What follows belongs to an exercise in optimizing a design on an open flow for a short achievable clock period and few clock cycles per item; a production flow would make more cautious choices.
RTL that was checked went through simulation tests only; none was proved equivalent to the original.
The RTL of run 5 was laid out without a check of its function.
Power and IR drop assume default switching activity.

### config.mk
export PLATFORM = sky130hd
export DESIGN_NAME = gpio_bus_slave
export DESIGN_NICKNAME = gpio_bus_slave
export VERILOG_FILES = /design/flow/design.v
export SDC_FILE = /design/flow/constraint.sdc
export NUM_CORES = 4
export LEC_CHECK = 0
export CAP_MARGIN = 20
export CORE_MARGIN = 2
export CORE_UTILIZATION = 40
export SETUP_SLACK_MARGIN = 2.6
export SLEW_MARGIN = 20
export SYNTH_HIERARCHICAL = 1
export SYNTH_MINIMUM_KEEP_SIZE = 0
### constraint.sdc
create_clock -name core_clock -period 4.0 [get_ports {BUS}]
set_input_delay 0.8000 -clock core_clock [delete_from_list [all_inputs] [get_ports {BUS}]]
set_output_delay 0.8000 -clock core_clock [all_outputs]
set_load 0.01 [all_outputs]
### design.v
package gpio_bus_pkg;
	localparam int ADDR_W        = 32;
	localparam int DATA_W        = 32;
	localparam int BYTE_OFFSET_W = 2;                    
	typedef logic [ADDR_W-1:0] addr_t;                   
	typedef logic [DATA_W-1:0] data_t;                   
	localparam int WORD_COUNT = 8;                       
	typedef logic [$clog2(WORD_COUNT)-1:0] word_index_t;
	typedef logic [WORD_COUNT*DATA_W-1:0]  gpio_vec_t;   
	localparam addr_t GPO_BASE = 32'h0100_0000;          
	localparam addr_t GPI_BASE = 32'h0100_0020;          
	localparam addr_t BANK_BYTES = addr_t'(WORD_COUNT * (DATA_W / 8));
	typedef enum logic [1:0] {
		REGION_GPO,
		REGION_GPI,
		REGION_NONE                                      
	} region_t;
	typedef logic [1:0] wait_count_t;
	localparam wait_count_t WRITE_WAIT = 2'd2;
	localparam wait_count_t READ_WAIT  = 2'd3;
	localparam int WRITE_GROUPS = 4;
endpackage
module gpio_nor2 (input logic a, b, output logic y);
	assign y = !(a || b);
endmodule
module gpio_nor3 (input logic a, b, c, output logic y);
	assign y = !(a || b || c);
endmodule
module gpio_nor4 (input logic a, b, c, d, output logic y);
	assign y = !(a || b || c || d);
endmodule
module gpio_a22oi (input logic a1, a2, b1, b2, output logic y);
	assign y = !((a1 && a2) || (b1 && b2));
endmodule
module gpio_nand2 (input logic a, b, output logic y);
	assign y = !(a && b);
endmodule
module gpio_nand3 (input logic a, b, c, output logic y);
	assign y = !(a && b && c);
endmodule
module gpio_nand4 (input logic a, b, c, d, output logic y);
	assign y = !(a && b && c && d);
endmodule
module gpio_inv (input logic a, output logic y);
	assign y = !a;
endmodule
module gpio_addr_decode (
	input  gpio_bus_pkg::addr_t                 addr,
	input  logic                                valid,
	input  logic                                rnw,
	input  logic                                ready,        
	output logic [gpio_bus_pkg::WORD_COUNT-1:0] write_hit,    
	output logic [gpio_bus_pkg::WORD_COUNT*gpio_bus_pkg::WRITE_GROUPS-1:0] write_en_n,  
	output logic                                accept,       
	output logic [gpio_bus_pkg::WRITE_GROUPS-1:0] read_ok,    
	output logic                                bus_error,    
	output logic [3:0]                          read_index    
);
	logic [26:0] zero_in;
	logic [8:0]  read_zero;
	logic [1:0]  read_base_n;
	logic        read_z;                                 
	logic        read_n;                                 
	logic [gpio_bus_pkg::WRITE_GROUPS-1:0][1:0] write_half_ok;  
	assign zero_in = {addr[31:25], addr[23:6], addr[1:0]};
	for (genvar k = 0; k < 9; k++) begin : g_zero
		gpio_nor3 u_rnor (.a(zero_in[3*k]), .b(zero_in[3*k+1]), .c(zero_in[3*k+2]), .y(read_zero[k]));
	end
	gpio_nand4 u_rbase0 (.a(read_zero[0]),  .b(read_zero[1]),  .c(read_zero[2]),  .d(read_zero[3]),  .y(read_base_n[0]));
	gpio_nand4 u_rbase1 (.a(read_zero[4]),  .b(read_zero[5]),  .c(read_zero[6]),  .d(read_zero[7]),  .y(read_base_n[1]));
	logic [29:0] write_zero_in;
	logic [15:0] write_pair_ok;                          
	logic [3:0]  write_quad_n;                           
	logic        valid_n;
	logic        base_bit_n;
	assign write_zero_in = {zero_in, ready, rnw, addr[5]};
	for (genvar k = 0; k < 15; k++) begin : g_wpair
		gpio_nor2 u_pair (.a(write_zero_in[2*k]), .b(write_zero_in[2*k+1]), .y(write_pair_ok[k]));
	end
	gpio_inv  u_valid_n (.a(valid),    .y(valid_n));
	gpio_inv  u_base_n  (.a(addr[24]), .y(base_bit_n));
	gpio_nor2 u_ones    (.a(valid_n),  .b(base_bit_n), .y(write_pair_ok[15]));
	for (genvar q = 0; q < 4; q++) begin : g_wquad
		gpio_nand4 u_quad (.a(write_pair_ok[4*q]), .b(write_pair_ok[4*q+1]), .c(write_pair_ok[4*q+2]), .d(write_pair_ok[4*q+3]), .y(write_quad_n[q]));
	end
	for (genvar g = 0; g < gpio_bus_pkg::WRITE_GROUPS; g++) begin : g_wcopy
		gpio_nor2 u_half0 (.a(write_quad_n[0]), .b(write_quad_n[1]), .y(write_half_ok[g][0]));
		gpio_nor2 u_half1 (.a(write_quad_n[2]), .b(write_quad_n[3]), .y(write_half_ok[g][1]));
	end
	assign read_z = rnw && !ready;
	gpio_nand4 u_rn    (.a(read_zero[8]), .b(read_z), .c(valid), .d(addr[24]), .y(read_n));
	for (genvar g = 0; g < gpio_bus_pkg::WRITE_GROUPS; g++) begin : g_group
		logic [2:0] index_n;                             
		logic [gpio_bus_pkg::WORD_COUNT-1:0] word_ok;    
		for (genvar k = 0; k < 3; k++) begin : g_index
			gpio_inv u_inv (.a(addr[2+k]), .y(index_n[k]));
		end
		for (genvar i = 0; i < gpio_bus_pkg::WORD_COUNT; i++) begin : g_word
			gpio_nor3 u_sel (
				.a (((i / 1) % 2 == 1) ? index_n[0] : addr[2]),
				.b (((i / 2) % 2 == 1) ? index_n[1] : addr[3]),
				.c (((i / 4) % 2 == 1) ? index_n[2] : addr[4]),
				.y (word_ok[i])
			);
			gpio_nand3 u_en (.a(write_half_ok[g][0]), .b(write_half_ok[g][1]), .c(word_ok[i]), .y(write_en_n[i*gpio_bus_pkg::WRITE_GROUPS+g]));
		end
	end
	for (genvar i = 0; i < gpio_bus_pkg::WORD_COUNT; i++) begin : g_hit
		assign write_hit[i] = !write_en_n[i*gpio_bus_pkg::WRITE_GROUPS];    
	end
	for (genvar g = 0; g < gpio_bus_pkg::WRITE_GROUPS; g++) begin : g_read
		gpio_nor3 u_read (.a(read_base_n[0]), .b(read_base_n[1]), .c(read_n), .y(read_ok[g]));
	end
	assign accept     = valid && !ready;
	assign bus_error  = (addr[31:6] != gpio_bus_pkg::GPO_BASE[31:6]) || (addr[1:0] != 2'b00) || (!rnw && addr[5]);  
	assign read_index = addr[5:2];
endmodule
module bus_wait_timer (
	input  logic BUS,
	input  logic reset,
	input  logic accept,
	output logic ready
);
	always_ff @(posedge BUS) begin
		if (reset) begin
			ready <= 1'b0;
		end
		else begin
			ready <= accept;                             
		end
	end
endmodule
module gpo_register_bank (
	input  logic                                  BUS,
	input  logic                                  reset,
	input  logic [gpio_bus_pkg::WORD_COUNT-1:0]   write_hit,
	input  logic [gpio_bus_pkg::WORD_COUNT*gpio_bus_pkg::WRITE_GROUPS-1:0] write_en_n,  
	input  gpio_bus_pkg::data_t                   write_data,
	output gpio_bus_pkg::gpio_vec_t               gp_op,
	output logic [gpio_bus_pkg::WORD_COUNT-1:0]   gp_op_valid
);
	localparam int GROUP_W = gpio_bus_pkg::DATA_W / gpio_bus_pkg::WRITE_GROUPS;
	always_ff @(posedge BUS) begin
		if (reset) begin
			gp_op       <= '0;
			gp_op_valid <= '0;
		end
		else begin
			gp_op_valid <= write_hit;                    
			for (int i = 0; i < gpio_bus_pkg::WORD_COUNT; i++) begin
				for (int g = 0; g < gpio_bus_pkg::WRITE_GROUPS; g++) begin
					if (!write_en_n[i*gpio_bus_pkg::WRITE_GROUPS+g]) begin
						gp_op[i*gpio_bus_pkg::DATA_W+g*GROUP_W +: GROUP_W] <= write_data[g*GROUP_W +: GROUP_W];
					end
				end
			end
		end
	end
endmodule
module bus_response_regs (
	input  logic                                BUS,
	input  logic                                reset,
	input  logic                                accept,
	input  logic [gpio_bus_pkg::WRITE_GROUPS-1:0] read_ok,    
	input  logic                                bus_error,
	input  logic [3:0]                          read_index,    
	input  gpio_bus_pkg::gpio_vec_t             gp_op,
	input  gpio_bus_pkg::gpio_vec_t             gp_ip,
	output gpio_bus_pkg::data_t                 read_data,
	output logic                                error
);
	logic [2*gpio_bus_pkg::WORD_COUNT*gpio_bus_pkg::DATA_W-1:0] all_words;
	gpio_bus_pkg::data_t read_sel;
	assign all_words = {gp_ip, gp_op};
	gpio_read_mux u_mux (
		.read_index (read_index),
		.words      (all_words),
		.read_sel   (read_sel)
	);
	localparam int GROUP_W = gpio_bus_pkg::DATA_W / gpio_bus_pkg::WRITE_GROUPS;
	always_ff @(posedge BUS) begin
		if (reset) begin
			read_data <= '0;
			error     <= 1'b0;
		end
		else begin
			if (accept) begin
				error <= bus_error;                      
			end
			for (int g = 0; g < gpio_bus_pkg::WRITE_GROUPS; g++) begin
				if (read_ok[g]) begin
					read_data[g*GROUP_W +: GROUP_W] <= read_sel[g*GROUP_W +: GROUP_W];
				end
			end
		end
	end
endmodule
module gpio_predecode (
	input  logic [1:0] sel,
	output logic [3:0] hot
);
	always_comb begin
		for (int k = 0; k < 4; k++) begin
			hot[k] = (sel == k[1:0]);
		end
	end
endmodule
module gpio_read_mux (
	input  logic [3:0]                                              read_index,
	input  logic [2*gpio_bus_pkg::WORD_COUNT*gpio_bus_pkg::DATA_W-1:0] words,
	output gpio_bus_pkg::data_t                                     read_sel
);
	localparam int W = gpio_bus_pkg::DATA_W;
	localparam int GROUP_W = W / gpio_bus_pkg::WRITE_GROUPS;
	logic [gpio_bus_pkg::WRITE_GROUPS-1:0][3:0] lo_hot;  
	logic [gpio_bus_pkg::WRITE_GROUPS-1:0][3:0] hi_hot;  
	for (genvar g = 0; g < gpio_bus_pkg::WRITE_GROUPS; g++) begin : g_dec
		gpio_predecode u_lo (.sel(read_index[1:0]), .hot(lo_hot[g]));
		gpio_predecode u_hi (.sel(read_index[3:2]), .hot(hi_hot[g]));
	end
	for (genvar b = 0; b < W; b++) begin : g_bit
		logic [3:0] group_bit;                           
		logic [7:0] pair_n;
		logic [1:0] half_n;
		for (genvar h = 0; h < 4; h++) begin : g_group
			gpio_a22oi u_p0 (.a1(lo_hot[b / GROUP_W][0]), .a2(words[(4*h+0)*W+b]), .b1(lo_hot[b / GROUP_W][1]), .b2(words[(4*h+1)*W+b]), .y(pair_n[2*h]));
			gpio_a22oi u_p1 (.a1(lo_hot[b / GROUP_W][2]), .a2(words[(4*h+2)*W+b]), .b1(lo_hot[b / GROUP_W][3]), .b2(words[(4*h+3)*W+b]), .y(pair_n[2*h+1]));
			gpio_nand2 u_g  (.a(pair_n[2*h]), .b(pair_n[2*h+1]), .y(group_bit[h]));
		end
		gpio_a22oi u_h0 (.a1(hi_hot[b / GROUP_W][0]), .a2(group_bit[0]), .b1(hi_hot[b / GROUP_W][1]), .b2(group_bit[1]), .y(half_n[0]));
		gpio_a22oi u_h1 (.a1(hi_hot[b / GROUP_W][2]), .a2(group_bit[2]), .b1(hi_hot[b / GROUP_W][3]), .b2(group_bit[3]), .y(half_n[1]));
		gpio_nand2 u_sel (.a(half_n[0]), .b(half_n[1]), .y(read_sel[b]));
	end
endmodule
module gpio_bus_slave (
	input  logic                                BUS,
	input  logic                                reset,
	input  logic                                valid,
	input  logic                                rnw,
	input  gpio_bus_pkg::addr_t                 addr,
	input  gpio_bus_pkg::data_t                 write_data,
	input  gpio_bus_pkg::gpio_vec_t             gp_ip,
	output logic                                ready,
	output logic                                error,
	output gpio_bus_pkg::data_t                 read_data,
	output gpio_bus_pkg::gpio_vec_t             gp_op,
	output logic [gpio_bus_pkg::WORD_COUNT-1:0] gp_op_valid
);
	logic [gpio_bus_pkg::WORD_COUNT-1:0] write_hit;      
	logic [gpio_bus_pkg::WORD_COUNT*gpio_bus_pkg::WRITE_GROUPS-1:0] write_en_n;
	logic                                accept;         
	logic [gpio_bus_pkg::WRITE_GROUPS-1:0] read_ok;
	logic                                bus_error;
	logic [3:0]                          read_index;
	gpio_addr_decode u_decode (
		.addr       (addr),
		.valid      (valid),
		.rnw        (rnw),
		.ready      (ready),
		.write_hit  (write_hit),
		.write_en_n (write_en_n),
		.accept     (accept),
		.read_ok    (read_ok),
		.bus_error  (bus_error),
		.read_index (read_index)
	);
	bus_wait_timer u_timer (
		.BUS    (BUS),
		.reset  (reset),
		.accept (accept),
		.ready  (ready)
	);
	gpo_register_bank u_gpo (
		.BUS         (BUS),
		.reset       (reset),
		.write_hit   (write_hit),
		.write_en_n  (write_en_n),
		.write_data  (write_data),
		.gp_op       (gp_op),
		.gp_op_valid (gp_op_valid)
	);
	bus_response_regs u_resp (
		.BUS        (BUS),
		.reset      (reset),
		.accept     (accept),
		.read_ok    (read_ok),
		.bus_error  (bus_error),
		.read_index (read_index),
		.gp_op      (gp_op),
		.gp_ip      (gp_ip),
		.read_data  (read_data),
		.error      (error)
	);
endmodule
### run.sh
#!/bin/bash
# synth_recipe.tcl (not shown) runs the flow's synth.tcl, then flattens the netlist and writes it again
# the make line also repeats each setting of config.mk as NAME=value (left out here)
make -C /OpenROAD-flow-scripts/flow DESIGN_CONFIG=/design/flow/config.mk WORK_HOME=/design/flow/orfs CLKGATE_MAP_FILE= SYNTH_SCRIPT=/design/flow/synth_recipe.tcl finish
==> flow_summary.ini, run 1 <==
[setup_path]
critical-path-slowest-cell = sky130_fd_sc_hd__mux2i_1
crit_path_max_fanout = 8
crit_path_max_incr_delay_ns = 0.27
critPathRequiredTime_ns = 4.37
cp-startpoint = addr[5]
path_cells = buf_6 > buf_12 > nor2_4 > nand4_1 > buf_6 > nor2_4 > buf_6 > nand3_4 > mux2i_1 > nor2_1
cpLargestDelayFamily = simple AND/OR/NAND/NOR gates
r2r_startpoint = u_timer.ready
path_class = in -> reg
critical_path.n_buffers_inverters = 4
rrSetupSlack_ns = 2.16
critical_path.startpoint_type = input port
setup.worst_path.end_class = flop
critPathArrivalTime_ns = 2.24
critPathMostFrequentCell = sky130_fd_sc_hd__buf_6

[power_and_ir_drop]
p_leak_nw = 13.62
power_density_nw_per_um2 = 247.6
vdd_ir_drop_max_v = 0.0002466

[global_route]
vias_in_the_first_global_route = 17592
grt_first_pass_wirelength_mm = 111.1
grt_overflow_total = 0
grt.total_usage = 0.3467
grt_antenna_before_repair = 3
grt_max_degree = 132

[sta]
unrepaired_setup_endpoints_after_global_routing = true
setup_viol = 0
final.setup.tns_ns = 0
worst-slew-pin-transition_ns = 0.6810
finalHoldViolCount = 0
setup_slack_ns = 2.131
fin_crit_ns = 1.869
layout_worst_path_cycle_share = 0.4672
maximum_operating_frequency_mhz = 535.1
maxSlewViolCount = 0
timing.max_slew.rel_slack = 0.5455
fin_worst_skew_ns = 0.01227

[routing]
drcViolationCount = 0
drt_pre_antenna_iters = 5
vias_per_cell = 5.533
dr_total_vias = 17474
wl_per_cell_um = 24.62
drtIter0Drc = 1021
postRouteWirelength_mm = 77.75
final_antenna_net_count = 0

[final_layout]
drive_above_1_share = 0.5979
net_count_final = 2924
final_cell_area_um2 = 29550
layout.cells.non_filler = 3158
postLayoutCoreUtil = 0.7271
final.fill_count = 2930
area_delta_synth_final_pct = 80.14
final_cell_mix = 339 x sky130_fd_sc_hd__buf_6, 320 x sky130_fd_sc_hd__a22oi_2, 299 x sky130_fd_sc_hd__buf_4
mostFrequentLayoutCell = sky130_fd_sc_hd__buf_6

[floorplanning]
die_y_um = 206.5
dieArea_um2 = 42650
initial_core_util = 0.4036
io_pins = 622
die_w_um = 206.5
standard_cell_core_area_um2 = 40650
rows = 74

[min_path]
min-delay-path-class = reg -> reg
hold_start = u_resp.read_data[14]

[synth]
yosys_warning_total = 10
mapped_cells = 1614
synthesis.area_um2 = 16410
synth.top_cells.by_area = sky130_fd_sc_hd__dfxtp_1 36%, sky130_fd_sc_hd__a22oi_2 24%, sky130_fd_sc_hd__mux2i_1 18%
syn_nets = 1938
synth_area_per_cell_um2 = 10.16
synth_top_cell_by_area = sky130_fd_sc_hd__dfxtp_1
yosysTopAreaCellShare = 0.3636
synth.yosys.seq_area_share = 0.3636
ys_ff_latch = 298
yosys_cell_types = 22

[clock_tree]
cts_max_level = 2
ctsLongestPathBuffers = 3
tritoncts = done
cts_inserted_buffers = 35
cts_sinks = 298
clock_insertion_delay_worst_skew_ns = 0.51
root_buffer = sky130_fd_sc_hd__clkbuf_16
postCtsHoldBufs = 0
clkSlewWorstSetupHoldPaths_ns = 0.06

[placement]
io_buffer_count = 621
pre_cts_slack_ns = 0.6484
dp_hpwl_mm = 47.64
placed_cell_area_um2 = 23230
gpl.final_weighted_congestion = 0.8444
place_inst = 2724

[flow_run]
cap_violations = 0

[run_status]
outcome = timing/DRC/antenna clean
## Yosys stat by module, one instance, submodules excluded, a selection
module	copies in the design	cells	flops+latches	cell area, um2
gpio_addr_decode	1	26	0	168.9
gpio_nand4	7	1	0	6.256
gpio_nand3	32	1	0	5.005
gpio_predecode	8	4	0	26.28
gpo_register_bank	1	845	264	9389
gpio_inv	14	1	0	3.754
bus_response_regs	1	107	33	1202
bus_wait_timer	1	2	1	33.78
gpio_nor2	24	1	0	3.754
gpio_a22oi	320	1	0	12.51
gpio_nand2	160	1	0	3.754
gpio_nor3	45	1	0	10.01
## cell type report
| cell class | count | area [um2] | area share |
|---|---|---|---|
| multi-input cells | 1243 | 10840 | 0.3667 |
| repair buffers | 999 | 10320 | 0.3491 |
| flip-flops and latches | 298 | 6497 | 0.2199 |
| clock buffers | 52 | 1072 | 0.03628 |
| well taps | 532 | 665.6 | 0.02252 |
| inverters | 23 | 86.33 | 0.002921 |
| clock inverters | 9 | 72.57 | 0.002456 |
| diodes | 2 | 5.005 | 0.0001693 |
## sequential cells by signal (all words and copies together) (netlist names)
signal / cells
u_gpo.gp_op: 256
u_resp.read_data: 32
u_gpo.gp_op_valid: 8
u_resp.error: 1
u_timer.ready: 1
## power by group
group | internal (mW) | switching (mW)
combinational | 0.589 | 0.586
clock | 1.92 | 1.30
sequential | 2.92 | 0.00105
## cells by family after synthesis
group,synth area share
mux,0.1763
simple gates,0.1712
flops,0.3636
buf+inv,0.04446
compound gates,0.2444
## worst reg2reg max path, delay by kind of cell (launching register included)
family,cells,cell delay (ns)
buffers and inverters,3,0.41
DFF,1,0.35
muxes,1,0.28
and+or+nand+nor,5,0.66
## stage by stage
| stage | hold slack, ns | power [mW] |
|---|---|---|
| finish | 0.5006 | 7.316 |
| global placement | 0.4724 | 3.980 |
| global route | 0.5243 | 7.519 |
| CTS | 0.4981 | 7.296 |
| detailed placement | 0.4819 | 3.987 |
| floorplan | 0.5292 | 3.463 |
## routing by layer
layer,global-route usage,up-vias,wire (um)
li1,-,7902,-
met1,0.4177,8558,30360
met2,0.5962,812,38270
met3,0.07143,200,5696
met4,0.1505,2,3412
met5,0,-,12
## Yosys cell counts
library cell              instances
sky130_fd_sc_hd__or3_1            1
sky130_fd_sc_hd__nor4_1           3
sky130_fd_sc_hd__nor2b_4          1
sky130_fd_sc_hd__buf_6           26
sky130_fd_sc_hd__a22oi_2        320
sky130_fd_sc_hd__nor2_2           2
sky130_fd_sc_hd__nor3_2          45
sky130_fd_sc_hd__nor2_1         319
sky130_fd_sc_hd__o21ai_0          1
sky130_fd_sc_hd__nand4_1          8
sky130_fd_sc_hd__nor4b_2          1
sky130_fd_sc_hd__and2_2           8
sky130_fd_sc_hd__nand2_1        161
sky130_fd_sc_hd__buf_2            1
sky130_fd_sc_hd__inv_1           23
sky130_fd_sc_hd__nor2b_1         18
sky130_fd_sc_hd__dfxtp_1        298
sky130_fd_sc_hd__nand3_1         32
sky130_fd_sc_hd__mux2i_1        289
sky130_fd_sc_hd__buf_4           46
sky130_fd_sc_hd__and2b_2          8
sky130_fd_sc_hd__nor4_2           3
## path summary, 6_finish.rpt
check | cells after the start | endpoint
worst max-delay path | 10 | u_gpo.gp_op[233]
worst min-delay path | 2 | u_resp.read_data[14]
worst min register to register | 2 | u_resp.read_data[14]
worst max register to register | 9 | u_gpo.gp_op[233]
## repair_timing
item / CTS / global route
setup endpoints to repair: 595 / 595
endpoints found under the hold margin: 0 / 0
buffers inserted: 298 / 35
pin swaps: 133 / 86
gates resized for setup: 2288 / 73
gates cloned: 37 / 1
Testbench counts, summed over its fixed seeds: cycles 9,600, items 4,800.
==> inputs of run 2 (changes only) <==
--- a/design.v
+++ b/design.v
@@ -18,7 +18,7 @@
 	typedef logic [1:0] wait_count_t;
 	localparam wait_count_t WRITE_WAIT = 2'd2;
 	localparam wait_count_t READ_WAIT  = 2'd3;
-	localparam int WRITE_GROUPS = 4;
+	localparam int WRITE_GROUPS = 8;
 endpackage
 module gpio_nor2 (input logic a, b, output logic y);
 	assign y = !(a || b);
==> run 2 against run 1 <==
Net effect: power fell by 0.33%; sequential power barely moved; core utilization rose by 0.17 points; critical path depth fell by 1; setup slack improved by 0.041 ns; final cell count rose by 5.9%; critical endpoint is now u_gpo.gp_op[53]; largest cell class unchanged.
==> flow_summary.ini, run 2 <==
[final_layout]
registers_with_the_highest_flip_flop_counts = u_gpo.gp_op (256), u_resp.read_data (32), u_gpo.gp_op_valid (8)
mostFrequentLayoutCell = sky130_fd_sc_hd__buf_6
net_count_final = 3054
seqCellArea_um2 = 6531
largest_register = u_gpo.gp_op
largest_reg_flops = 256
final_cell_area_um2 = 31260
final.fill_count = 3128
final_cell_mix = 326 x sky130_fd_sc_hd__buf_6, 320 x sky130_fd_sc_hd__a22oi_2, 305 x sky130_fd_sc_hd__buf_4
postLayoutCoreUtil = 0.7288
multi_input_comb_area_um2 = 12000
drive_above_1_share = 0.6049
area_delta_synth_final_pct = 80.26

[setup_path]
path_class = in -> reg
r2r_startpoint = u_timer.ready
critPathRequiredTime_ns = 4.36
setup.worst_path.end_class = flop
crit_path_max_fanout = 8
cp-startpoint = rnw
critical_path.startpoint_type = input port
critPathArrivalTime_ns = 2.19

[clock_tree]
cts_sinks = 298
cts_inserted_buffers = 35
clkSlewWorstSetupHoldPaths_ns = 0.06
clock_insertion_delay_worst_skew_ns = 0.52
ctsLongestPathBuffers = 3
root_buffer = sky130_fd_sc_hd__clkbuf_16
postCtsHoldBufs = 0
tritoncts = done
cts_max_level = 2

[sta]
maxSlewViolCount = 0
fin_crit_ns = 1.828
worst-slew-pin-transition_ns = 0.7052
setup_viol = 0
layout_worst_path_cycle_share = 0.4570
finalHoldViolCount = 0
maximum_operating_frequency_mhz = 547.0
unrepaired_setup_endpoints_after_global_routing = true
fin_worst_hold_slack_ns = 0.4963
final.setup.tns_ns = 0
fin_worst_skew_ns = 0.01168
timing.max_slew.rel_slack = 0.5299

[synth]
synth.cells.most_frequent = 337 x sky130_fd_sc_hd__nor2_1, 320 x sky130_fd_sc_hd__a22oi_2, 298 x sky130_fd_sc_hd__dfxtp_1, 289 x sky130_fd_sc_hd__mux2i_1, 161 x sky130_fd_sc_hd__nand2_1
synth-main-ff-cell = sky130_fd_sc_hd__dfxtp_1
syn_nets = 2094
yosys_warning_total = 10
synth-edff-count = 0
synth.yosys.seq_area_share = 0.3441
yosys_cell_types = 22
synth_area_per_cell_um2 = 9.796
post_synth_arst_share = 0
ys_ff_latch = 298
synth.top_cells.by_area = sky130_fd_sc_hd__dfxtp_1 34%, sky130_fd_sc_hd__a22oi_2 23%, sky130_fd_sc_hd__mux2i_1 17%
synth_most_common_cell = sky130_fd_sc_hd__nor2_1
synthesis.area_um2 = 17340
mapped_cells = 1770
synth_top_cell_by_area = sky130_fd_sc_hd__dfxtp_1
yosysTopAreaCellShare = 0.3441

[placement]
gpl.final_weighted_congestion = 0.8635
io_buffer_count = 621
dp_hpwl_mm = 52.22
placed_cell_area_um2 = 23810

[floorplanning]
die_y_um = 212.2
initial_core_util = 0.4043
rows = 76
dieArea_um2 = 45030
io_pins = 622
standard_cell_core_area_um2 = 42890
die_w_um = 212.2

[global_route]
grt_overflow_total = 0
vias_in_the_first_global_route = 18745
grt_max_degree = 145
grt_first_pass_wirelength_mm = 118.1
grt_antenna_before_repair = 11
grt.total_usage = 0.3493

[power_and_ir_drop]
p_leak_nw = 14.16
vdd_ir_drop_max_v = 0.0003041
power_density_nw_per_um2 = 233.3

[routing]
wl_per_cell_um = 24.93
final_antenna_net_count = 0
drcViolationCount = 0
vias_per_cell = 5.503
dr_total_vias = 18395
drt_pre_antenna_iters = 5
drtIter0Drc = 1077
postRouteWirelength_mm = 83.35

[run_status]
outcome = timing/DRC/antenna clean

[min_path]
min-delay-path-class = reg -> reg
hold_start = u_resp.read_data[15]

[flow_run]
cap_violations = 0
==> run 2: changes by cell type after synthesis, sizes merged <==
cell    before  now
clkbuf       0   64
nor3        45   81
inv         23   35
nor2       321  337
buf         73   45
nor2b       19   27
nand3       32   64
and2b        8   16
and2         8   16
==> run 2: kinds of logic (layout without fill, tap and decap cells) <==
family          Yosys count  in the layout  synth area share
simple gates            718            733            0.2056
compound gates          321            321            0.2312
flops                   298            298            0.3441
mux                     289            289            0.1668
buf+inv                 144           1108           0.05232
other cells               0              9                 0
==> run 2: path summary, 6_finish.rpt <==
check / to / cells past startpoint / slack [ns]
max: u_gpo.gp_op[53] / 9 / 2.17
min: u_resp.read_data[15] / 2 / 0.50
max reg2reg: u_gpo.gp_op[53] / 9 / 2.20
min reg2reg: u_resp.read_data[15] / 2 / 0.50
==> run 2: final cells by class <==
cell class / instances / area share
diodes: 9 / 0.0007205
clock buffers: 49 / 0.03234
clock inverters: 7 / 0.001921
inverters: 35 / 0.004323
multi-input cells: 1343 / 0.3839
flip-flops and latches: 298 / 0.2090
well taps: 585 / 0.02342
repair buffers: 1017 / 0.3444
==> run 2: modules after synthesis (local to each module, per instance), excerpt <==
module | cells | cell area (um2)
gpio_nor2 | 1 | 3.754
gpio_predecode | 4 | 26.28
gpo_register_bank | 877 | 9469
gpio_inv | 1 | 3.754
gpio_nand4 | 1 | 6.256
gpio_nand3 | 1 | 5.005
bus_wait_timer | 2 | 33.78
bus_response_regs | 111 | 1250
gpio_nor3 | 1 | 10.01
gpio_addr_decode | 26 | 168.9
gpio_nand2 | 1 | 3.754
==> run 2: power by group <==
part / total, mW / internal [mW] / switching [mW] / leakage [nW]
Clock: 3.11 / 1.81 / 1.29 / 0.532
Sequential: 2.92 / 2.92 / 0.00126 / 2.58
Combinational: 1.27 / 0.635 / 0.634 / 11.1
Total: 7.29 / 5.37 / 1.93 / 14.2
==> run 2: worst max-delay path: stages <==
cell	delay [ns]
sky130_fd_sc_hd__buf_4	0.14
sky130_fd_sc_hd__nor2_4	0.12
sky130_fd_sc_hd__nand4_1	0.16
sky130_fd_sc_hd__buf_4	0.19
sky130_fd_sc_hd__nor2_4	0.14
sky130_fd_sc_hd__buf_12	0.17
sky130_fd_sc_hd__nand3_4	0.12
sky130_fd_sc_hd__mux2i_1	0.26
sky130_fd_sc_hd__nor2_1	0.09
==> run 2: what timing repair did <==
| action | 4_1_cts | 5_1_grt |
|---|---|---|
| resized for setup | 2354 | 64 |
| setup endpoints to repair | 596 | 596 |
| setup buffers | 333 | 34 |
| gates cloned | 26 | 4 |
| endpoints found under the hold margin | 0 | 0 |
| pin swaps | 194 | 114 |
==> run 2: routing by layer <==
metal | vias up | track usage | routed length [um]
li1 | 8340 | - | -
met1 | 9020 | 0.3995 | 31100
met2 | 842 | 0.6210 | 41910
met3 | 189 | 0.07991 | 6702
met4 | 4 | 0.1520 | 3597
met5 | - | 0 | 34
==> run 2: through the flow <==
step,std cells,setup slack [ns],power (mW)
finish,3343,2.172,7.292
global route,3343,2.140,7.485
CTS,3296,2.174,7.257
detailed placement,2881,0.4742,4.033
global placement,2881,0.4443,4.025
floorplan,1770,1.917,3.503
Testbench counts of run 2, summed over its fixed seeds: cycles 9,600, items 4,800.
==> inputs of run 3 (changes only) <==
==> flow/run.sh (new file) <==
#!/bin/bash
# The standard synthesis and layout, except that timing repair may resize a
# cell to any drive strength (sky130hd otherwise only swaps cells of the same
# width before routing).
set -euo pipefail
bash standard.sh synth > synth.log 2>&1
bash standard.sh MATCH_CELL_FOOTPRINT=0 finish > layout.log 2>&1
==> standard.sh (new file) <==
#!/bin/bash
# synth_recipe.tcl (not shown) runs the flow's synth.tcl, then flattens the netlist and writes it again
# the make line also repeats each setting of config.mk as NAME=value (left out here)
make -C /OpenROAD-flow-scripts/flow DESIGN_CONFIG=/design/flow/config.mk WORK_HOME=/design/flow/orfs CLKGATE_MAP_FILE= SYNTH_SCRIPT=/design/flow/synth_recipe.tcl "${@:-finish}"
--- a/config.mk
+++ b/config.mk
@@ -8,7 +8,7 @@
 export CAP_MARGIN = 20
 export CORE_MARGIN = 2
 export CORE_UTILIZATION = 40
-export SETUP_SLACK_MARGIN = 2.6
+export SETUP_SLACK_MARGIN = 2.3
 export SLEW_MARGIN = 20
 export SYNTH_HIERARCHICAL = 1
 export SYNTH_MINIMUM_KEEP_SIZE = 0
removed: run.sh
==> run 3 against run 2 <==
Net effect: setup slack better by 0.012 ns; sequential share of layout area decreased by 0.057 points; global-route usage shrank 1.0 points; clock power increased by 16%.
==> flow_summary.ini, run 3 <==
[run_status]
outcome = timing/DRC/antenna clean

[min_path]
hold_start = u_resp.read_data[15]
hold_path_depth = 2
min-delay-path-class = reg -> reg
min_delay_worst_endpoint = u_resp.read_data[15]

[routing]
drt_pre_antenna_iters = 5
vias_per_cell = 5.457
drcViolationCount = 0
final_antenna_net_count = 0
wl_per_cell_um = 24.35
dr_total_vias = 18231
postRouteWirelength_mm = 81.35
drtIter0Drc = 958

[placement]
place_inst = 2878
dp_hpwl_mm = 51.51
gpl.final_weighted_congestion = 0.8794
io_buffer_count = 621

[floorplanning]
io_pins = 622
dieArea_um2 = 45030
die_y_um = 212.2
standard_cell_core_area_um2 = 42890
rows = 76
die_w_um = 212.2
initial_core_util = 0.4043

[final_layout]
area_delta_synth_final_pct = 80.21
largest_register = u_gpo.gp_op
final_cell_mix = 348 x sky130_fd_sc_hd__buf_6, 320 x sky130_fd_sc_hd__a22oi_2, 299 x sky130_fd_sc_hd__nor2_1
registers_with_the_highest_flip_flop_counts = u_gpo.gp_op (256), u_resp.read_data (32), u_gpo.gp_op_valid (8)
net_count_final = 3050
largest_reg_flops = 256
postLayoutCoreUtil = 0.7286
drive_above_1_share = 0.6048
layout.cells.non_filler = 3341
mostFrequentLayoutCell = sky130_fd_sc_hd__buf_6

[sta]
layout_worst_path_cycle_share = 0.4540
timing.max_slew.rel_slack = 0.5333
fin_worst_hold_slack_ns = 0.4979
worst-slew-pin-transition_ns = 0.7001
fin_crit_ns = 1.816
unrepaired_setup_endpoints_after_global_routing = true
fin_worst_skew_ns = 0.01008
setup_viol = 0
maximum_operating_frequency_mhz = 550.6
final.setup.tns_ns = 0
finalHoldViolCount = 0
maxSlewViolCount = 0

[flow_run]
cap_violations = 0

[setup_path]
setup.worst_path.end_class = primary output
critical-path-slowest-cell = sky130_fd_sc_hd__dfxtp_4
crit_path_max_fanout = 2
cpLargestDelayFamily = flip-flops
worst_case_reg_to_reg_path_depth = 9
path_class = reg -> out
crit_path_max_incr_delay_ns = 0.36
critPathRequiredTime_ns = 3.20
r2r-end = u_gpo.gp_op[246]
r2r_startpoint = u_timer.ready
rrSetupSlack_ns = 2.29
critical_path.startpoint_type = flop
critPathArrivalTime_ns = 1.02
path_cells = buf_6
critical_path.n_buffers_inverters = 1

[clock_tree]
clkSlewWorstSetupHoldPaths_ns = 0.06
ctsLongestPathBuffers = 3
clock_insertion_delay_worst_skew_ns = 0.52
root_buffer = sky130_fd_sc_hd__clkbuf_16
cts_max_level = 2
cts_inserted_buffers = 36
tritoncts = done
cts_sinks = 298

[global_route]
grt_antenna_before_repair = 5
grt_max_degree = 137
grt_overflow_total = 0
grt.total_usage = 0.3389
grt_first_pass_wirelength_mm = 115.0
vias_in_the_first_global_route = 18567

[synth]
yosys_warning_total = 10
synth_top_cell_by_area = sky130_fd_sc_hd__dfxtp_1
synth.cells.most_frequent = 337 x sky130_fd_sc_hd__nor2_1, 320 x sky130_fd_sc_hd__a22oi_2, 298 x sky130_fd_sc_hd__dfxtp_1, 289 x sky130_fd_sc_hd__mux2i_1, 161 x sky130_fd_sc_hd__nand2_1
yosysTopAreaCellShare = 0.3441
synth_area_per_cell_um2 = 9.796
syn_nets = 2094
synthesis.area_um2 = 17340
synth_most_common_cell = sky130_fd_sc_hd__nor2_1
yosys_cell_types = 22
synth-edff-count = 0
post_synth_arst_share = 0
mapped_cells = 1770
synth.top_cells.by_area = sky130_fd_sc_hd__dfxtp_1 34%, sky130_fd_sc_hd__a22oi_2 23%, sky130_fd_sc_hd__mux2i_1 17%
synth.yosys.seq_area_share = 0.3441
synth-main-ff-cell = sky130_fd_sc_hd__dfxtp_1
ys_ff_latch = 298

[power_and_ir_drop]
power_density_nw_per_um2 = 248.0
power_mw = 7.749
vdd_ir_drop_max_v = 0.0002388
p_leak_nw = 14.21
-- run 3: cell count changes in the layout (fill, tap and decap cells not counted), sizes merged --
cell / change
diode: -6
buf: -19
inv: +3
bufinv: +6
clkbuf: +19
nor2: +1
and2: -3
bufbuf: -4
clkinvlp: -1
clkinv: +2
-- run 3: final cells by class --
class,instances,area (um2)
Multi-Input combinational cell,1341,11880
Fill cell,3070,11640
Timing Repair Buffer,1014,10690
Sequential cell,298,6511
Clock buffer,48,1027
Tap cell,585,732.0
Clock inverter,17,271.5
Inverter,35,131.4
Antenna cell,3,7.507
-- run 3: cells by family after synthesis --
group                  Yosys count  share of synthesized area
muxes                          289                     0.1668
and+or+nand+nor                718                     0.2056
DFF                            298                     0.3441
AOI/OAI and AO/OA              321                     0.2312
buffers and inverters          144                    0.05232
-- run 3: modules after synthesis, one instance, submodules excluded, a selection --
module	times used	flops+latches	cells	area, um2
gpio_predecode	16	0	4	26.28
gpio_nand2	160	0	1	3.754
gpo_register_bank	1	264	877	9469
gpio_nand3	64	0	1	5.005
gpio_nor3	81	0	1	10.01
gpio_inv	26	0	1	3.754
gpio_a22oi	320	0	1	12.51
gpio_addr_decode	1	0	26	168.9
bus_wait_timer	1	1	2	33.78
gpio_nor2	32	0	1	3.754
gpio_nand4	7	0	1	6.256
-- run 3: how the worst max path moves through the flow --
stage,startpoint,cells past startpoint,end
floorplan,addr[14],7,u_gpo.gp_op[100]
global placement,addr[29],7,u_gpo.gp_op[252]
detailed placement,addr[29],7,u_gpo.gp_op[220]
CTS,u_gpo.gp_op[115],1,gp_op[115]
global route,addr[24],10,u_gpo.gp_op[69]
finish,u_gpo.gp_op[115],1,gp_op[115]
-- run 3: repair_timing --
item	4_1_cts	5_1_grt
hold buffers	0	0
resized for setup	1915	166
pin swaps	71	166
endpoints found under the hold margin	0	0
cloned	23	9
setup endpoints to repair	595	594
setup buffers	319	44
-- run 3: power breakdown --
group	switching, mW	internal [mW]	leakage [nW]
Clock	1.35	2.26	0.645
Sequential	0.00106	2.92	2.57
Combinational	0.613	0.606	11.0
-- run 3: layer usage --
metal / wire length (um) / vias up / track usage
met5: 14 / - / 0
met4: 3888 / 2 / 0.1450
met3: 6909 / 210 / 0.08656
met2: 39740 / 815 / 0.5997
met1: 30790 / 8889 / 0.3852
li1: - / 8315 / -
-- run 3: worst reg2reg max path, cell delays in order, from the launching register on --
cell and delay (ns):
sky130_fd_sc_hd__dfxtp_2 0.33, sky130_fd_sc_hd__buf_6 0.12, sky130_fd_sc_hd__nor2_4 0.07, sky130_fd_sc_hd__nand4_1 0.13, sky130_fd_sc_hd__buf_6 0.19, sky130_fd_sc_hd__nor2_4 0.14
sky130_fd_sc_hd__buf_12 0.17, sky130_fd_sc_hd__nand3_4 0.12, sky130_fd_sc_hd__mux2i_1 0.25, sky130_fd_sc_hd__nor2_1 0.08
-- run 3: metrics by stage --
stage / worst slack [ns] / cell area, um2
after floorplan: 1.917 / 17520
after global placement: 0.3496 / 23820
after detailed placement: 0.2508 / 23820
after CTS: 2.174 / 30190
after global routing: 2.139 / 31240
final: 2.184 / 31250
==> inputs of run 4 (changes only) <==
--- a/config.mk
+++ b/config.mk
@@ -8,7 +8,8 @@
 export CAP_MARGIN = 20
 export CORE_MARGIN = 2
 export CORE_UTILIZATION = 40
-export SETUP_SLACK_MARGIN = 2.3
+export PLACE_DENSITY = 0.7
+export SETUP_SLACK_MARGIN = 2.6
 export SLEW_MARGIN = 20
 export SYNTH_HIERARCHICAL = 1
 export SYNTH_MINIMUM_KEEP_SIZE = 0
==> run 4 against run 3 <==
Net effect: still clean on timing, DRC and antenna; sequential cell count unchanged; final cell count shrank 1.5%; setup slack worse by 0.060 ns; non-clock buffer count shrank 41; clock skew is 0.0093 ns higher; critical endpoint is now u_gpo.gp_op[30].
==> flow_summary.ini, run 4 <==
[clock_tree]
ctsLongestPathBuffers = 3
clock_insertion_delay_worst_skew_ns = 0.53
root_buffer = sky130_fd_sc_hd__clkbuf_16
postCtsHoldBufs = 0
cts_inserted_buffers = 34
clkSlewWorstSetupHoldPaths_ns = 0.06
tritoncts = done
cts_max_level = 2
cts_sinks = 298

[floorplanning]
rows = 76
initial_core_util = 0.4043
dieArea_um2 = 45030
io_pins = 622
die_y_um = 212.2
standard_cell_core_area_um2 = 42890
die_w_um = 212.2

[synth]
synth-main-ff-cell = sky130_fd_sc_hd__dfxtp_1
yosys_warning_total = 10
synth.yosys.seq_area_share = 0.3441
yosysTopAreaCellShare = 0.3441
synth_most_common_cell = sky130_fd_sc_hd__nor2_1
synth_area_per_cell_um2 = 9.796
ys_ff_latch = 298
synth.top_cells.by_area = sky130_fd_sc_hd__dfxtp_1 34%, sky130_fd_sc_hd__a22oi_2 23%, sky130_fd_sc_hd__mux2i_1 17%
synth.cells.most_frequent = 337 x sky130_fd_sc_hd__nor2_1, 320 x sky130_fd_sc_hd__a22oi_2, 298 x sky130_fd_sc_hd__dfxtp_1, 289 x sky130_fd_sc_hd__mux2i_1, 161 x sky130_fd_sc_hd__nand2_1
mapped_cells = 1770
synthesis.area_um2 = 17340
syn_nets = 2094
synth-edff-count = 0
post_synth_arst_share = 0
synth_top_cell_by_area = sky130_fd_sc_hd__dfxtp_1
yosys_cell_types = 22

[sta]
timing.max_slew.rel_slack = 0.3878
unrepaired_setup_endpoints_after_global_routing = true
fin_worst_skew_ns = 0.01939
finalHoldViolCount = 0
fin_crit_ns = 1.876
maximum_operating_frequency_mhz = 533.0
layout_worst_path_cycle_share = 0.4690
setup_slack_ns = 2.124
worst-slew-pin-transition_ns = 0.9184
setup_viol = 0
maxSlewViolCount = 0

[setup_path]
crit_path_max_incr_delay_ns = 0.22
path_class = in -> reg
cp-startpoint = addr[5]
critPathArrivalTime_ns = 2.22
rrSetupSlack_ns = 2.20
critPathRequiredTime_ns = 4.35
r2r-end = u_gpo.gp_op[30]
crit_path_max_fanout = 8
critPathMostFrequentCell = sky130_fd_sc_hd__buf_12
critical_path.n_buffers_inverters = 4
critical-path-slowest-cell = sky130_fd_sc_hd__mux2i_2
worst_case_reg_to_reg_path_depth = 9
critical_path.startpoint_type = input port
setup.worst_path.end_class = flop
cpLargestDelayFamily = buffers and inverters
path_cells = buf_2 > nor2_2 > nand4_1 > buf_4 > buf_12 > nor2_4 > buf_12 > nand3_4 > mux2i_2 > nor2_1
r2r_startpoint = u_timer.ready

[flow_run]
cap_violations = 0

[final_layout]
final_cell_mix = 328 x sky130_fd_sc_hd__buf_6, 320 x sky130_fd_sc_hd__a22oi_2, 299 x sky130_fd_sc_hd__nor2_1
area_delta_synth_final_pct = 75.27
postLayoutCoreUtil = 0.7086
final.fill_count = 3044
net_count_final = 3003
drive_above_1_share = 0.5995
largest_reg_flops = 256
mostFrequentLayoutCell = sky130_fd_sc_hd__buf_6
largest_register = u_gpo.gp_op
registers_with_the_highest_flip_flop_counts = u_gpo.gp_op (256), u_resp.read_data (32), u_gpo.gp_op_valid (8)
final_cell_area_um2 = 30390

[routing]
final_antenna_net_count = 0
postRouteWirelength_mm = 76.87
drtIter0Drc = 967
wl_per_cell_um = 23.35
dr_total_vias = 18054
vias_per_cell = 5.484
drcViolationCount = 0
drt_pre_antenna_iters = 5

[min_path]
hold_start = u_resp.read_data[15]
min_delay_worst_endpoint = u_resp.read_data[15]
min-delay-path-class = reg -> reg
hold_path_depth = 2

[placement]
gpl.final_weighted_congestion = 0.8568
dp_hpwl_mm = 50.46
placed_cell_area_um2 = 23850
io_buffer_count = 621
pre_cts_slack_ns = -0.07662

[global_route]
vias_in_the_first_global_route = 18657
grt_overflow_total = 0
grt_max_degree = 131
grt_first_pass_wirelength_mm = 113.0
grt.total_usage = 0.3277
grt_antenna_before_repair = 5

[power_and_ir_drop]
vdd_ir_drop_max_v = 0.0003290
power_density_nw_per_um2 = 239.4
p_leak_nw = 13.77

[run_status]
outcome = timing/DRC/antenna clean
[run 4: power by group]
part           internal [mW]  switching (mW)  total, mW  leakage [nW]
clock                   1.92            1.27       3.20         0.570
sequential              2.93         0.00187       2.93          2.57
combinational          0.550           0.595       1.14          10.6
total                   5.40            1.87       7.28          13.8
[run 4: cells by family after synthesis]
group | share of synthesized area
compound gates | 0.2312
buf+inv | 0.05232
simple gates | 0.2056
flops | 0.3441
mux | 0.1668
[run 4: worst min-delay path: stages (launching register included)]
cell	delay, ns
sky130_fd_sc_hd__dfxtp_2	0.33
sky130_fd_sc_hd__mux2i_1	0.06
sky130_fd_sc_hd__nor2_1	0.07
[run 4: layout make-up]
type                            instances  area [um2]  share of cell area
Tap cell                              585       732.0             0.02408
Inverter                               35       133.9            0.004405
Sequential cell                       298        6467              0.2128
Clock inverter                         12       112.6            0.003705
Clock buffer                           49        1031             0.03392
Timing Repair Buffer                  973       10010              0.3295
Multi-Input combinational cell       1337       11890              0.3913
Antenna cell                            3       7.507           0.0002470
[run 4: modules after synthesis, one instance, submodules excluded, a selection]
module / times used / flops+latches
gpio_nor2: 32 / 0
bus_response_regs: 1 / 33
gpio_inv: 26 / 0
gpio_addr_decode: 1 / 0
gpo_register_bank: 1 / 264
gpio_nand3: 64 / 0
gpio_predecode: 16 / 0
[run 4: worst max-delay path by stage]
stage	endpoint	slack, ns	depth (start not counted)
final	u_gpo.gp_op[30]	2.12	10
after global routing	u_gpo.gp_op[30]	2.06	10
after CTS	ready	2.13	1
after detailed placement	u_gpo.gp_op[5]	-0.08	7
after global placement	u_gpo.gp_op[125]	-0.08	7
after floorplan	u_gpo.gp_op[100]	1.92	7
[run 4: repair_timing]
item	4_1_cts	5_1_grt
endpoints found under the setup margin	595	595
gates cloned	14	0
endpoints found under the hold margin	0	0
resized for setup	2030	54
pin swaps	107	58
buffers inserted	283	45
[run 4: layer usage]
layer | vias up | wire (um) | track usage
met5 | - | 30 | 0
met4 | 4 | 3309 | 0.1433
met3 | 191 | 5868 | 0.07858
met2 | 768 | 38980 | 0.5884
met1 | 8881 | 28690 | 0.3676
li1 | 8210 | - | -
[run 4: stage by stage]
stage	instances	power [mW]	setup TNS [ns]	hold slack, ns
final	3292	7.275	0	0.4893
after global routing	3292	7.500	0	0.5174
after CTS	3244	7.294	0	0.4965
after detailed placement	2886	4.041	-0.5332	0.4817
after global placement	2886	4.029	-1.774	0.4748
after floorplan	1770	3.503	0	0.5297
==> inputs of run 5 (changes only) <==
--- a/design.v
+++ b/design.v
@@ -18,7 +18,7 @@
 	typedef logic [1:0] wait_count_t;
 	localparam wait_count_t WRITE_WAIT = 2'd2;
 	localparam wait_count_t READ_WAIT  = 2'd3;
-	localparam int WRITE_GROUPS = 8;
+	localparam int WRITE_GROUPS = 16;
 endpackage
 module gpio_nor2 (input logic a, b, output logic y);
 	assign y = !(a || b);
--- a/config.mk
+++ b/config.mk
@@ -8,7 +8,6 @@
 export CAP_MARGIN = 20
 export CORE_MARGIN = 2
 export CORE_UTILIZATION = 40
-export PLACE_DENSITY = 0.7
 export SETUP_SLACK_MARGIN = 2.6
 export SLEW_MARGIN = 20
 export SYNTH_HIERARCHICAL = 1
==> run 5 against run 4 <==
Net effect: via count rose by 12%; critical endpoint is now u_gpo.gp_op[82]; still clean; synthesized cell count rose by 9.5%; sequential power barely moved.
==> flow_summary.ini, run 5 <==
[power_and_ir_drop]
p_leak_nw = 14.78
power_mw = 7.482
vdd_ir_drop_max_v = 0.0002336
power_density_nw_per_um2 = 221.1

[synth]
synth.cells.most_frequent = 339 x sky130_fd_sc_hd__nor2_1, 320 x sky130_fd_sc_hd__a22oi_2, 298 x sky130_fd_sc_hd__dfxtp_1, 289 x sky130_fd_sc_hd__mux2i_1, 161 x sky130_fd_sc_hd__nand2_1
synth_top_cell_by_area = sky130_fd_sc_hd__dfxtp_1
post_synth_arst_share = 0
synth.yosys.seq_area_share = 0.3198
synth_area_per_cell_um2 = 9.627
synth-main-ff-cell = sky130_fd_sc_hd__dfxtp_1
synth_most_common_cell = sky130_fd_sc_hd__nor2_1
mapped_cells = 1938
syn_nets = 2262
synth-edff-count = 0
yosysTopAreaCellShare = 0.3198
yosys_warning_total = 10
ys_ff_latch = 298
synth.top_cells.by_area = sky130_fd_sc_hd__dfxtp_1 32%, sky130_fd_sc_hd__a22oi_2 21%, sky130_fd_sc_hd__mux2i_1 16%
yosys_cell_types = 24
synthesis.area_um2 = 18660

[routing]
vias_per_cell = 5.625
drtIter0Drc = 996
final_antenna_net_count = 0
wl_per_cell_um = 25.10
drcViolationCount = 0
dr_total_vias = 20260
postRouteWirelength_mm = 90.40
drt_pre_antenna_iters = 5

[sta]
final.setup.tns_ns = 0
timing.max_slew.rel_slack = 0.5662
layout_worst_path_cycle_share = 0.4739
maximum_operating_frequency_mhz = 527.5
worst-slew-pin-transition_ns = 0.6501
unrepaired_setup_endpoints_after_global_routing = true
finalHoldViolCount = 0
fin_worst_skew_ns = 0.01148
setup_viol = 0
maxSlewViolCount = 0
fin_crit_ns = 1.896

[final_layout]
registers_with_the_highest_flip_flop_counts = u_gpo.gp_op (256), u_resp.read_data (32), u_gpo.gp_op_valid (8)
area_delta_synth_final_pct = 81.42
postLayoutCoreUtil = 0.7317
net_count_final = 3289
final_cell_mix = 363 x sky130_fd_sc_hd__buf_6, 320 x sky130_fd_sc_hd__a22oi_2, 297 x sky130_fd_sc_hd__buf_4
drive_above_1_share = 0.6346
largest_reg_flops = 256
largest_register = u_gpo.gp_op
mostFrequentLayoutCell = sky130_fd_sc_hd__buf_6

[placement]
io_buffer_count = 621
dp_hpwl_mm = 53.29
gpl.final_weighted_congestion = 0.8616

[run_status]
outcome = timing/DRC/antenna clean

[setup_path]
critical_path.n_buffers_inverters = 4
cpLargestDelayFamily = buffers and inverters
critical_path.startpoint_type = input port
crit_path_max_fanout = 8
critical-path-slowest-cell = sky130_fd_sc_hd__mux2i_2
rrSetupSlack_ns = 2.14
critPathRequiredTime_ns = 4.40
r2r_startpoint = u_timer.ready
setup.worst_path.end_class = flop
path_cells = buf_8 > nor2_4 > nand4_1 > buf_4 > clkbuf_16 > nor2_4 > buf_6 > nand3_4 > mux2i_2 > nor2_1
critPathMostFrequentCell = sky130_fd_sc_hd__nor2_4
path_class = in -> reg
crit_path_max_incr_delay_ns = 0.21
worst_case_reg_to_reg_path_depth = 8
critPathArrivalTime_ns = 2.30
r2r-end = u_resp.read_data[20]

[min_path]
min_delay_worst_endpoint = u_resp.read_data[30]
hold_path_depth = 2
min-delay-path-class = reg -> reg
hold_start = u_resp.read_data[30]

[floorplanning]
standard_cell_core_area_um2 = 46260
die_w_um = 220.0
rows = 79
io_pins = 622
dieArea_um2 = 48380
die_y_um = 220.0
initial_core_util = 0.4033

[clock_tree]
tritoncts = done
clkSlewWorstSetupHoldPaths_ns = 0.06
clock_insertion_delay_worst_skew_ns = 0.54
cts_max_level = 2
root_buffer = sky130_fd_sc_hd__clkbuf_16
cts_sinks = 298
ctsLongestPathBuffers = 3
postCtsHoldBufs = 0
cts_inserted_buffers = 36

[global_route]
grt_max_degree = 119
grt_first_pass_wirelength_mm = 127.3
vias_in_the_first_global_route = 20471
grt_antenna_before_repair = 5
grt.total_usage = 0.3497
grt_overflow_total = 0

[flow_run]
cap_violations = 0
[run 5: worst reg2reg max path, delay by kind of cell, from the launching register on]
| family | cells | cell delay, ns |
|---|---|---|
| AND/OR/NAND/NOR | 4 | 0.60 |
| flip-flops | 1 | 0.37 |
| buffers and inverters | 3 | 0.46 |
| multiplexers | 1 | 0.32 |
[run 5: cell type report]
type,instances,area (um2)
Clock buffer,54,1080
Inverter,59,221.5
Fill cell,3301,12410
Timing Repair Buffer,1026,10820
Tap cell,607,759.5
Antenna cell,4,10.01
Sequential cell,298,6544
Clock inverter,10,77.57
Multi-Input combinational cell,1544,14330
[run 5: Yosys stat by module, one instance, submodules excluded, a selection]
module             cells inside  copies in the design  area (um2)
gpio_addr_decode             26                     1       168.9
bus_response_regs           103                     1        1276
gpio_nand3                    1                   128       5.005
gpio_nand4                    1                     7       6.256
gpio_nand2                    1                   160       3.754
gpio_inv                      1                    50       3.754
gpo_register_bank           813                     1        9149
bus_wait_timer                2                     1       33.78
gpio_predecode                4                    32       26.28
gpio_nor3                     1                   153       10.01
gpio_a22oi                    1                   320       12.51
gpio_nor2                     1                    48       3.754
[run 5: where the power goes]
| part | total (mW) | internal [mW] | leakage (nW) | switching, mW |
|---|---|---|---|---|
| clock network | 3.26 | 1.93 | 0.576 | 1.33 |
| registers | 2.91 | 2.91 | 2.58 | 0.00190 |
| logic | 1.31 | 0.605 | 11.6 | 0.702 |
[run 5: metal layers]
layer  track usage  vias to the layer above  wire length (um)
met3       0.08088                      216              7030
met5             0                        -                 0
met2        0.6055                      869             44440
met4        0.1700                        0              4346
met1        0.4047                    10025             34590
li1              -                     9150                 -
[run 5: cells by family after synthesis]
family	count (synthesis)	share of synthesized area
AOI/OAI and AO/OA	321	0.2149
buffers and inverters	96	0.03286
DFF	298	0.3198
muxes	289	0.1551
and+or+nand+nor	934	0.2774
[run 5: how the worst max path moves through the flow]
stage / startpoint / endpoint / slack, ns / cells after the start
floorplan: addr[11] / u_resp.read_data[20] / 1.51 / 5
finish: addr[23] / u_gpo.gp_op[82] / 2.10 / 10
global placement: addr[6] / u_gpo.gp_op[216] / 1.00 / 8
detailed placement: addr[2] / u_resp.read_data[16] / 0.93 / 9
CTS: u_gpo.gp_op[225] / gp_op[225] / 2.15 / 1
global route: addr[17] / u_gpo.gp_op[83] / 2.10 / 10
[run 5: stage by stage]
stage | hold slack [ns] | cells | setup slack (ns) | cell area (um2)
3_5_place_dp | 0.4896 | 3158 | 0.9305 | 25740
4_1_cts | 0.5038 | 3553 | 2.147 | 32740
3_3_place_gp | 0.4776 | 3158 | 1.002 | 25740
2_1_floorplan | 0.5312 | 1938 | 1.512 | 18890
5_1_grt | 0.5181 | 3602 | 2.098 | 33850
6_report | 0.5012 | 3602 | 2.104 | 33850
[run 5: timing repair]
action	4_1_cts	5_1_grt
endpoints found under the setup margin	595	595
pin swaps	153	104
gates resized for setup	2242	120
gates cloned	24	0
setup buffers	307	45
==> inputs of run 6 (changes only) <==
--- a/design.v
+++ b/design.v
@@ -18,7 +18,7 @@
 	typedef logic [1:0] wait_count_t;
 	localparam wait_count_t WRITE_WAIT = 2'd2;
 	localparam wait_count_t READ_WAIT  = 2'd3;
-	localparam int WRITE_GROUPS = 16;
+	localparam int WRITE_GROUPS = 8;
 endpackage
 module gpio_nor2 (input logic a, b, output logic y);
 	assign y = !(a || b);
--- a/config.mk
+++ b/config.mk
@@ -7,7 +7,7 @@
 export LEC_CHECK = 0
 export CAP_MARGIN = 20
 export CORE_MARGIN = 2
-export CORE_UTILIZATION = 40
+export CORE_UTILIZATION = 48
 export SETUP_SLACK_MARGIN = 2.6
 export SLEW_MARGIN = 20
 export SYNTH_HIERARCHICAL = 1
==> run 6 against run 5 <==
Net effect: register-to-register slack got worse by 0.05 ns; via count fell by 2.7%; combinational power down 12%; synthesized cell count fell by 8.7%; largest power group unchanged; fmax decreased by 10%; setup slack worse by 0.21 ns; critical endpoint is now u_resp.read_data[10]; sequential share of layout area is 1.9 points higher; still clean on timing, DRC and antenna.
==> flow_summary.ini, run 6 <==
[sta]
timing.max_slew.rel_slack = 0.5558
fin_worst_skew_ns = 0.01797
maximum_operating_frequency_mhz = 474.7
worst-slew-pin-transition_ns = 0.6663
unrepaired_setup_endpoints_after_global_routing = true
final.setup.tns_ns = 0
fin_crit_ns = 2.107
setup_slack_ns = 1.893
setup_viol = 0
finalHoldViolCount = 0
layout_worst_path_cycle_share = 0.5267
maxSlewViolCount = 0

[synth]
synth.cells.most_frequent = 337 x sky130_fd_sc_hd__nor2_1, 320 x sky130_fd_sc_hd__a22oi_2, 298 x sky130_fd_sc_hd__dfxtp_1, 289 x sky130_fd_sc_hd__mux2i_1, 161 x sky130_fd_sc_hd__nand2_1
synth-main-ff-cell = sky130_fd_sc_hd__dfxtp_1
post_synth_arst_share = 0
yosysTopAreaCellShare = 0.3441
synth-edff-count = 0
synth_area_per_cell_um2 = 9.796
ys_ff_latch = 298
yosys_cell_types = 22
synth.yosys.seq_area_share = 0.3441
synth_top_cell_by_area = sky130_fd_sc_hd__dfxtp_1
yosys_warning_total = 10
synthesis.area_um2 = 17340
synth.top_cells.by_area = sky130_fd_sc_hd__dfxtp_1 34%, sky130_fd_sc_hd__a22oi_2 23%, sky130_fd_sc_hd__mux2i_1 17%
synth_most_common_cell = sky130_fd_sc_hd__nor2_1
mapped_cells = 1770
syn_nets = 2094

[clock_tree]
tritoncts = done
clock_insertion_delay_worst_skew_ns = 0.53
cts_max_level = 2
postCtsHoldBufs = 0
cts_inserted_buffers = 34
ctsLongestPathBuffers = 3
clkSlewWorstSetupHoldPaths_ns = 0.06
cts_sinks = 298
root_buffer = sky130_fd_sc_hd__clkbuf_16

[routing]
vias_per_cell = 6.157
drcViolationCount = 0
wl_per_cell_um = 27.60
dr.max_layer_used = met5
met2RoutedLength_mm = 42.61
postRouteWirelength_mm = 88.35
final_antenna_net_count = 0
drtIter0Drc = 1954
route.layer.met1.wl_mm = 29.80
dr_total_vias = 19708
wl_met3_mm = 8.186
drt_pre_antenna_iters = 6

[power_and_ir_drop]
p_leak_nw = 13.86
vdd_ir_drop_max_v = 0.0002395
power_density_nw_per_um2 = 245.0

[setup_path]
path_cells = buf_12 > nor3_4 > nand4_1 > buf_6 > buf_8 > nor3_4 > buf_12 > mux2i_1 > nor2_1
r2r-end = u_gpo.gp_op[0]
setup.worst_path.end_class = flop
cp-startpoint = addr[6]
rrSetupSlack_ns = 2.09
critical_path_depth = 9
worst_case_reg_to_reg_path_depth = 9
path_class = in -> reg
crit_path_max_fanout = 5
critPathRequiredTime_ns = 4.37
critPathArrivalTime_ns = 2.48
cpLargestDelayFamily = simple AND/OR/NAND/NOR gates
critical-path-slowest-cell = sky130_fd_sc_hd__nor3_4
critical_path.startpoint_type = input port
crit_end = u_resp.read_data[10]
r2r_startpoint = u_timer.ready
critical_path.n_buffers_inverters = 4
crit_path_max_incr_delay_ns = 0.36

[final_layout]
largest_register = u_gpo.gp_op
drive_above_1_share = 0.6100
final_cell_area_um2 = 30620
area_delta_synth_final_pct = 76.62
largest_reg_flops = 256
final_cell_mix = 336 x sky130_fd_sc_hd__buf_6, 326 x sky130_fd_sc_hd__buf_4, 320 x sky130_fd_sc_hd__a22oi_2
final.fill_count = 1787
seqCellArea_um2 = 6516
registers_with_the_highest_flip_flop_counts = u_gpo.gp_op (256), u_resp.read_data (32), u_gpo.gp_op_valid (8)
layout.cells.non_filler = 3201
net_count_final = 3035
multi_input_comb_area_um2 = 11910
postLayoutCoreUtil = 0.8610
mostFrequentLayoutCell = sky130_fd_sc_hd__buf_6

[global_route]
grt_max_degree = 134
grt_first_pass_wirelength_mm = 118.4
grt_antenna_before_repair = 4
vias_in_the_first_global_route = 19470
grt_overflow_total = 0
grt.total_usage = 0.4028

[floorplanning]
die_w_um = 194.1
io_pins = 622
dieArea_um2 = 37660
die_y_um = 194.1
standard_cell_core_area_um2 = 35570
rows = 69
initial_core_util = 0.4875

[placement]
place_inst = 2755
dp_hpwl_mm = 48.85
pre_cts_slack_ns = 0.3838
gpl.final_weighted_congestion = 0.8999
io_buffer_count = 621
placed_cell_area_um2 = 23620

[run_status]
outcome = timing/DRC/antenna clean

[min_path]
min-delay-path-class = reg -> reg

[flow_run]
cap_violations = 0
[run 6: cell types whose count changed after synthesis, sizes merged]
cell / before / now
and2: 32 / 16
and2b: 32 / 16
buf: 37 / 45
clkbuf: 0 / 64
inv: 59 / 35
nand3: 128 / 64
nor2: 369 / 337
nor2b: 43 / 27
nor3: 153 / 81
[run 6: routing by layer]
metal,up-vias,track usage
met2,1469,0.7078
met4,2,0.2786
li1,8275,-
met3,504,0.09445
met5,-,0
met1,9458,0.4262
[run 6: layout make-up]
cell class                      instances  share of cell area
Sequential cell                       298              0.2128
Multi-Input combinational cell       1332              0.3889
Timing Repair Buffer                 1010              0.3353
Antenna cell                            4           0.0003269
Clock inverter                         11            0.005066
Tap cell                              461             0.01883
Inverter                               35            0.004372
Clock buffer                           50             0.03444
[run 6: stage by stage]
step	hold slack [ns]	total power [mW]
after floorplan	0.5297	3.503
after global placement	0.4734	4.005
after detailed placement	0.4822	4.017
after CTS	0.5001	7.369
after global routing	0.5193	7.659
final	0.4971	7.503
[run 6: modules after synthesis (local to each module, per instance), a selection]
module / flops+latches / cells / times used
gpo_register_bank: 264 / 877 / 1
bus_wait_timer: 1 / 2 / 1
gpio_nor2: 0 / 1 / 32
gpio_nand2: 0 / 1 / 160
bus_response_regs: 33 / 111 / 1
gpio_nor3: 0 / 1 / 81
gpio_nand3: 0 / 1 / 64
gpio_inv: 0 / 1 / 26
gpio_addr_decode: 0 / 26 / 1
gpio_nand4: 0 / 1 / 7
gpio_a22oi: 0 / 1 / 320
gpio_predecode: 0 / 4 / 16
[run 6: worst min-delay path by stage]
stage,depth (start not counted),startpoint,endpoint
floorplan,2,u_resp.error,u_resp.error
detailed placement,2,u_resp.read_data[23],u_resp.read_data[23]
global placement,2,u_resp.read_data[13],u_resp.read_data[13]
global route,2,u_resp.read_data[13],u_resp.read_data[13]
finish,2,u_resp.read_data[5],u_resp.read_data[5]
CTS,2,u_resp.read_data[23],u_resp.read_data[23]
[run 6: power by group]
group          internal, mW  switching [mW]  total [mW]
Clock                  2.09            1.35        3.44
Sequential             2.92         0.00185        2.92
Combinational         0.534           0.612        1.15
[run 6: cell families (layout without fill, tap and decap cells)]
kind of cell           count (synthesis)  after routing  synth area share
AOI/OAI and AO/OA                    321            321            0.2312
buffers and inverters                144           1106           0.05232
DFF                                  298            298            0.3441
muxes                                289            289            0.1668
other                                  0              4                 0
and+or+nand+nor                      718            722            0.2056
[run 6: repair_timing]
item / CTS / global route
resized for setup: 1980 / 136
gates cloned: 5 / 3
endpoints found under the setup margin: 595 / 595
pin swaps: 107 / 141
setup buffers: 292 / 81
[run 6: worst min-delay path, delay by kind of cell, from the launching register on]
family	cells	cell delay, ns
flops	1	0.33
simple gates	1	0.07
mux	1	0.06
Testbench counts of run 6, summed over its fixed seeds: cycles 9,600, items 4,800.

## afterwards: timing with drivers on the ports
The results above use ideal ports. As a check the final layouts listed here were re-extracted and re-timed, cells and wires unchanged.
Step 1: set_driving_cell puts a clkbuf_16 on BUS and a buf_2 on each other input, an assumption about the parent block.
Step 2, shift: input delay + t, output delay - t, t = (earliest + latest rising clock arrival at the registers) / 2. This alone moves slack from input paths to output paths.
Three values: ideal ports, drivers, drivers and shift; two values: the first two.
| run | t (ns) | slack for setup (ns) | latest minus earliest clock arrival (ns) | slew at the worst register clock pin (ns) |
|---|---|---|---|---|
| run 1 | 0.568 | 2.131 / 2.031 / 1.463 | 0.017 / 0.018 | 0.06 / 0.06 |
| run 2 | 0.575 | 2.172 / 1.991 / 1.417 | 0.017 / 0.017 | 0.07 / 0.07 |
| run 3 | 0.583 | 2.184 / 2.052 / 1.468 | 0.013 / 0.013 | 0.06 / 0.06 |
| run 4 | 0.575 | 2.124 / 2.079 / 1.505 | 0.020 / 0.021 | 0.07 / 0.07 |
| run 5 | 0.597 | 2.104 / 1.896 / 1.299 | 0.018 / 0.018 | 0.06 / 0.06 |
| run 6 | 0.575 | 1.893 / 1.873 / 1.298 | 0.019 / 0.019 | 0.07 / 0.07 |
After both steps setup and hold are still met in every run listed. The setup slack of run 5, which loses most, moves by -0.208 ns with the drivers and by -0.805 ns with both steps.
